Context: an optimization exercise on an open-source flow, tuned for small area. The choices shown serve that exercise and are no tape-out recipe. RTL that was checked went through simulation tests only; none was proved equivalent to the original.

old:
==> module umi_merge_dnext, before the edit <==
module umi_merge_dnext (
  input  logic [31:0]  wr,
  input  logic [31:0]  hold,
  input  logic [63:0]  rot,
  input  logic [255:0] q,
  output logic [255:0] d
);
  always_comb begin
    for (int j = 0; j < 32; j++)
      d[j*8 +: 8] = ({8{wr[j]}} & rot[(j%8)*8 +: 8]) | ({8{hold[j]}} & q[j*8 +: 8]);
  end
endmodule
==> module umi_packet_merge_multi, before the edit <==
module umi_packet_merge_multi #(
  parameter int CW      = 32,
  parameter int AW      = 64,
  parameter int IDW     = 64,
  parameter int ODW     = 256,
  parameter int TIMEOUT = 16
) (
  input  logic           clk,
  input  logic           reset,
  input  logic           flush,
  input  logic           umi_in_valid,
  input  logic [CW-1:0]  umi_in_cmd,
  input  logic [AW-1:0]  umi_in_dstaddr,
  input  logic [AW-1:0]  umi_in_srcaddr,
  input  logic [IDW-1:0] umi_in_data,
  output logic           umi_in_ready,
  output logic           umi_out_valid,
  output logic [CW-1:0]  umi_out_cmd,
  output logic [AW-1:0]  umi_out_dstaddr,
  output logic [AW-1:0]  umi_out_srcaddr,
  output logic [ODW-1:0] umi_out_data,
  input  logic           umi_out_ready,
  output logic           busy
);
  localparam int OB = ODW / 8;    
  logic           busy_q, full_q;
  logic [8:0]     hi_q;      
  logic           eom_q;     
  logic [5:0]     mid_q;     
  logic [7:0]     lo_q;      
  logic [4:0]     cm1_q;     
  logic [AW-1:0]  dst_q, src_q;
  logic [ODW-1:0] data_q;
  logic accum;
  assign accum = busy_q & ~full_q;
  logic [2:0] bm1;
  logic       in_eom, in_mergeable;
  always_comb begin
    case (umi_in_cmd[6:5])
      2'd0:    bm1 = umi_in_cmd[10:8];
      2'd1:    bm1 = {umi_in_cmd[9:8], 1'b1};
      2'd2:    bm1 = {umi_in_cmd[8], 2'b11};
      default: bm1 = 3'b111;
    endcase
  end
  assign in_eom       = umi_in_cmd[22];
  assign in_mergeable = ~umi_in_cmd[24] &
                        ((umi_in_cmd[4:0] == 5'h01) | (umi_in_cmd[4:0] == 5'h02) |
                         (umi_in_cmd[4:0] == 5'h03) | (umi_in_cmd[4:0] == 5'h04) |
                         (umi_in_cmd[4:0] == 5'h05) | (umi_in_cmd[4:0] == 5'h07));
  logic [4:0] cnt;
  logic [5:0] sum;
  logic       fields_eq, dst_eq, src_eq, fits, match;
  assign cnt  = cm1_q + 5'd1;
  assign sum  = {1'b0, cm1_q} + {3'b000, bm1} + 6'd1;    
  assign fits = ~sum[5];
  assign fields_eq = (umi_in_cmd[31:23] == hi_q) &
                     (umi_in_cmd[21:16] == mid_q) &
                     (umi_in_cmd[7:0]   == lo_q);
  umi_merge_addr_eq u_dst_eq (.a(umi_in_dstaddr), .q(dst_q), .cnt(cnt), .eq(dst_eq));
  umi_merge_addr_eq u_src_eq (.a(umi_in_srcaddr), .q(src_q), .cnt(cnt), .eq(src_eq));
  assign match = fields_eq & dst_eq & src_eq & fits;
  logic load, absorb, take;
  assign load   = umi_in_valid & (~busy_q | (full_q & umi_out_ready));
  assign absorb = umi_in_valid & accum & match & ~flush;
  assign take   = load | absorb;
  assign umi_in_ready = ~reset & (~busy_q | (full_q ? umi_out_ready : (match & ~flush)));
  logic [4:0]     off;
  logic [IDW-1:0] rot;
  logic [OB-1:0]  wr, hold;
  logic [ODW-1:0] data_d;
  assign off  = accum ? cnt : 5'd0;
  umi_merge_rot u_rot (.d(umi_in_data), .b(off[2:0]), .r(rot));
  logic [3:0] wend;
  logic [7:0] in_a, in_b;
  logic [3:0] lane_a, lane_b;
  assign wend = {1'b0, off[2:0]} + {1'b0, bm1};
  always_comb begin
    for (int r = 0; r < 8; r++) begin
      in_a[r] = (3'(r) >= off[2:0]) & (4'(r) <= wend);
      in_b[r] = (4'(r + 8) <= wend);
    end
    for (int q = 0; q < 4; q++) begin
      lane_a[q] = take & (off[4:3] == 2'(q));
      lane_b[q] = take & (off[4:3] == 2'(q - 1)) & (q != 0);
    end
    for (int j = 0; j < OB; j++) begin
      wr[j]   = (lane_a[j/8] & in_a[j%8]) | (lane_b[j/8] & in_b[j%8]);
      hold[j] = ~load & ~wr[j];
    end
  end
  umi_merge_dnext u_dnext (.wr(wr), .hold(hold), .rot(rot), .q(data_q), .d(data_d));
  always_ff @(posedge clk or posedge reset) begin
    if (reset) begin
      busy_q <= 1'b0;
      full_q <= 1'b0;
    end else if (load) begin
      busy_q <= 1'b1;
      full_q <= in_eom | ~in_mergeable;
    end else if (absorb) begin
      full_q <= in_eom | (sum[4:0] == 5'd31);
    end else if (accum) begin
      if (umi_in_valid | flush) full_q <= 1'b1;
    end else if (full_q & umi_out_ready) begin
      busy_q <= 1'b0;
      full_q <= 1'b0;
    end
  end
  always_ff @(posedge clk) begin
    if (load) begin
      hi_q  <= umi_in_cmd[31:23];
      mid_q <= umi_in_cmd[21:16];
      lo_q  <= umi_in_cmd[7:0];
      dst_q <= umi_in_dstaddr;
      src_q <= umi_in_srcaddr;
    end
    if (take) eom_q <= in_eom;
    if (load)        cm1_q <= {2'b00, bm1};
    else if (absorb) cm1_q <= sum[4:0];
    data_q <= data_d;
  end
  logic [4:0] len;
  assign len = cm1_q >> lo_q[6:5];
  assign umi_out_valid   = full_q;
  assign busy            = busy_q;
  assign umi_out_cmd     = {hi_q, eom_q, mid_q, 3'b000, len, lo_q};
  assign umi_out_dstaddr = dst_q;
  assign umi_out_srcaddr = src_q;
  assign umi_out_data    = data_q;
endmodule
==> flow/config.mk <==
export PLATFORM = sky130hd
export DESIGN_NAME = umi_packet_merge_multi
export DESIGN_NICKNAME = umi_packet_merge_multi
export VERILOG_FILES = /design/flow/design.v
export SDC_FILE = /design/flow/constraint.sdc
export NUM_CORES = 4
export LEC_CHECK = 0
export CAP_MARGIN = 20
export CORE_MARGIN = 2
export CORE_UTILIZATION = 65
export CTS_BUF_LIST = sky130_fd_sc_hd__clkbuf_4
export CTS_CLUSTER_DIAMETER = 50
export CTS_CLUSTER_SIZE = 8
export SLEW_MARGIN = 20
export SYNTH_HIERARCHICAL = 1
export SYNTH_MINIMUM_KEEP_SIZE = 0
==> flow/constraint.sdc <==
create_clock -name core_clock -period 12.0 [get_ports {clk}]
set_input_delay 2.4000 -clock core_clock [delete_from_list [all_inputs] [get_ports {clk}]]
set_output_delay 2.4000 -clock core_clock [all_outputs]
set_load 0.01 [all_outputs]
standard.sh (not shown) runs the stock make flow with config.mk's settings and CLKGATE_MAP_FILE= SYNTH_SCRIPT=/design/flow/synth_recipe.tcl, a recipe that flattens the netlist after the stock synthesis.
==> flow/flow/run.sh <==
#!/bin/bash
# Standard layout, with plain buf_1 cells as the port buffers and a clock
# tree of small clusters of clkbuf_4 built without dummy loads.
set -e
cp standard.sh standard_sh_copy.log
export BUFFER_PORTS_ARGS="-buffer_cell sky130_fd_sc_hd__buf_1"
export CTS_ARGS="-sink_clustering_enable -repair_clock_nets -dont_use_dummy_load -buf_list {sky130_fd_sc_hd__clkbuf_4} -sink_clustering_size 8 -sink_clustering_max_diameter 50"
bash standard.sh > standard.log 2>&1
Here is what was changed in the inputs of new compared with old.
==> flow/design.v, changed modules only <==
module umi_merge_dnext (
  input  logic [31:0]  wr,
  input  logic         hold,
  input  logic [63:0]  rot,
  input  logic [255:0] q,
  output logic [255:0] d
);
  always_comb begin
    for (int j = 0; j < 32; j++)
      d[j*8 +: 8] = ({8{wr[j]}} & rot[(j%8)*8 +: 8]) | ({8{hold}} & q[j*8 +: 8]);
  end
endmodule
module umi_merge_hold #(
  parameter int W = 1
) (
  input  logic         wr,
  input  logic         hold,
  input  logic [W-1:0] a,
  input  logic [W-1:0] q,
  output logic [W-1:0] d
);
  assign d = ({W{wr}} & a) | ({W{hold}} & q);
endmodule
module umi_packet_merge_multi #(
  parameter int CW      = 32,
  parameter int AW      = 64,
  parameter int IDW     = 64,
  parameter int ODW     = 256,
  parameter int TIMEOUT = 16
) (
  input  logic           clk,
  input  logic           reset,
  input  logic           flush,
  input  logic           umi_in_valid,
  input  logic [CW-1:0]  umi_in_cmd,
  input  logic [AW-1:0]  umi_in_dstaddr,
  input  logic [AW-1:0]  umi_in_srcaddr,
  input  logic [IDW-1:0] umi_in_data,
  output logic           umi_in_ready,
  output logic           umi_out_valid,
  output logic [CW-1:0]  umi_out_cmd,
  output logic [AW-1:0]  umi_out_dstaddr,
  output logic [AW-1:0]  umi_out_srcaddr,
  output logic [ODW-1:0] umi_out_data,
  input  logic           umi_out_ready,
  output logic           busy
);
  localparam int OB = ODW / 8;    
  logic           busy_q, full_q;
  logic [8:0]     hi_q;      
  logic           eom_q;     
  logic [5:0]     mid_q;     
  logic [6:0]     lo_q;      
  logic [4:0]     cm1_q;     
  logic [AW-1:0]  dst_q, src_q;
  logic [ODW-1:0] data_q;
  logic accum;
  assign accum = busy_q & ~full_q;
  logic [2:0] bm1;
  logic       in_eom, in_mergeable;
  always_comb begin
    case (umi_in_cmd[6:5])
      2'd0:    bm1 = umi_in_cmd[10:8];
      2'd1:    bm1 = {umi_in_cmd[9:8], 1'b1};
      2'd2:    bm1 = {umi_in_cmd[8], 2'b11};
      default: bm1 = 3'b111;
    endcase
  end
  assign in_eom       = umi_in_cmd[22];
  assign in_mergeable = ~umi_in_cmd[24] &
                        ((umi_in_cmd[4:0] == 5'h01) | (umi_in_cmd[4:0] == 5'h02) |
                         (umi_in_cmd[4:0] == 5'h03) | (umi_in_cmd[4:0] == 5'h04) |
                         (umi_in_cmd[4:0] == 5'h05) | (umi_in_cmd[4:0] == 5'h07));
  logic [4:0] cnt;
  logic [5:0] sum;
  logic       fields_eq, dst_eq, src_eq, fits, match;
  assign cnt  = cm1_q + 5'd1;
  assign sum  = {1'b0, cm1_q} + {3'b000, bm1} + 6'd1;    
  assign fits = ~sum[5];
  assign fields_eq = (umi_in_cmd[31:23] == hi_q) &
                     (umi_in_cmd[21:16] == mid_q) &
                     (umi_in_cmd[6:0]   == lo_q);
  umi_merge_addr_eq u_dst_eq (.a(umi_in_dstaddr), .q(dst_q), .cnt(cnt), .eq(dst_eq));
  umi_merge_addr_eq u_src_eq (.a(umi_in_srcaddr), .q(src_q), .cnt(cnt), .eq(src_eq));
  assign match = fields_eq & dst_eq & src_eq & fits;
  logic load, absorb, take;
  assign load   = umi_in_valid & (~busy_q | (full_q & umi_out_ready));
  assign absorb = umi_in_valid & accum & match & ~flush;
  assign take   = load | absorb;
  assign umi_in_ready = ~reset & (~busy_q | (full_q ? umi_out_ready : (match & ~flush)));
  logic [4:0]     off;
  logic [IDW-1:0] rot;
  logic [OB-1:0]  wr;
  logic [ODW-1:0] data_d;
  assign off  = accum ? cnt : 5'd0;
  umi_merge_rot u_rot (.d(umi_in_data), .b(off[2:0]), .r(rot));
  logic [3:0] wend;
  logic [7:0] in_a, in_b;
  logic [3:0] lane_a, lane_b;
  assign wend = {1'b0, off[2:0]} + {1'b0, bm1};
  always_comb begin
    for (int r = 0; r < 8; r++) begin
      in_a[r] = (3'(r) >= off[2:0]) & (4'(r) <= wend);
      in_b[r] = (4'(r + 8) <= wend);
    end
    for (int q = 0; q < 4; q++) begin
      lane_a[q] = take & (off[4:3] == 2'(q));
      lane_b[q] = take & (off[4:3] == 2'(q - 1)) & (q != 0);
    end
    for (int j = 0; j < OB; j++)
      wr[j] = (lane_a[j/8] & in_a[j%8]) | (lane_b[j/8] & in_b[j%8]);
  end
  umi_merge_dnext u_dnext (.wr(wr), .hold(~load), .rot(rot), .q(data_q), .d(data_d));
  always_ff @(posedge clk or posedge reset) begin
    if (reset) begin
      busy_q <= 1'b0;
      full_q <= 1'b0;
    end else if (load) begin
      busy_q <= 1'b1;
      full_q <= in_eom | ~in_mergeable;
    end else if (absorb) begin
      full_q <= in_eom | (sum[4:0] == 5'd31);
    end else if (accum) begin
      if (umi_in_valid | flush) full_q <= 1'b1;
    end else if (full_q & umi_out_ready) begin
      busy_q <= 1'b0;
      full_q <= 1'b0;
    end
  end
  logic [150:0] hdr_q, hdr_d;
  assign hdr_q = {hi_q, mid_q, lo_q, dst_q, src_q};
  umi_merge_hold #(.W(151)) u_hdr (
    .wr(load), .hold(~load),
    .a({umi_in_cmd[31:23], umi_in_cmd[21:16], umi_in_cmd[6:0], umi_in_dstaddr, umi_in_srcaddr}),
    .q(hdr_q), .d(hdr_d));
  always_ff @(posedge clk) begin
    {hi_q, mid_q, lo_q, dst_q, src_q} <= hdr_d;
    if (take) eom_q <= in_eom;
    if (load)        cm1_q <= {2'b00, bm1};
    else if (absorb) cm1_q <= sum[4:0];
    data_q <= data_d;
  end
  logic [4:0] len;
  assign len = cm1_q >> lo_q[6:5];
  assign umi_out_valid   = full_q;
  assign busy            = busy_q;
  assign umi_out_cmd     = {hi_q, eom_q, mid_q, 3'b000, len, 1'b0, lo_q};
  assign umi_out_dstaddr = dst_q;
  assign umi_out_srcaddr = src_q;
  assign umi_out_data    = data_q;
endmodule
new did not finish; a tool error ended it in I/O pin placement (3_2_place_iop).
Re initial cell density of the core: old and new aren't equal, and the lower value belongs to new.
new vs old: die height down slightly
new vs old — post-synthesis area per instance dropped by a little under 10%
new vs old: number of cells produced by synthesis up in new
new vs old, synthesized area went down by about 2.4%.
The RTL of old was laid out without a check of its function.

-- what the ideal ports hide --
In the flow no input, the clock included, has a driving cell. The finished layout below was timed again as built, in two steps. Step 1 assumes that a clkbuf_16 drives the clock port and a buf_2 every other input. Step 2 also shifts input and output timing later by t, the mid clock arrival at the registers, as if the neighbouring blocks saw the same clock. Three values: no drivers, after step 1, after step 2; two values: the first two.
run: old
t, ns: 0.777
slack for setup (ns): 1.987 / 1.934 / 2.711
slew at the worst register clock pin (ns): 0.10 / 0.10
pins driven straight from the clock port: 1
After both steps setup and hold are still met in old. For old, drivers alone change the setup slack by -0.053 ns; drivers and shift together by +0.724 ns.
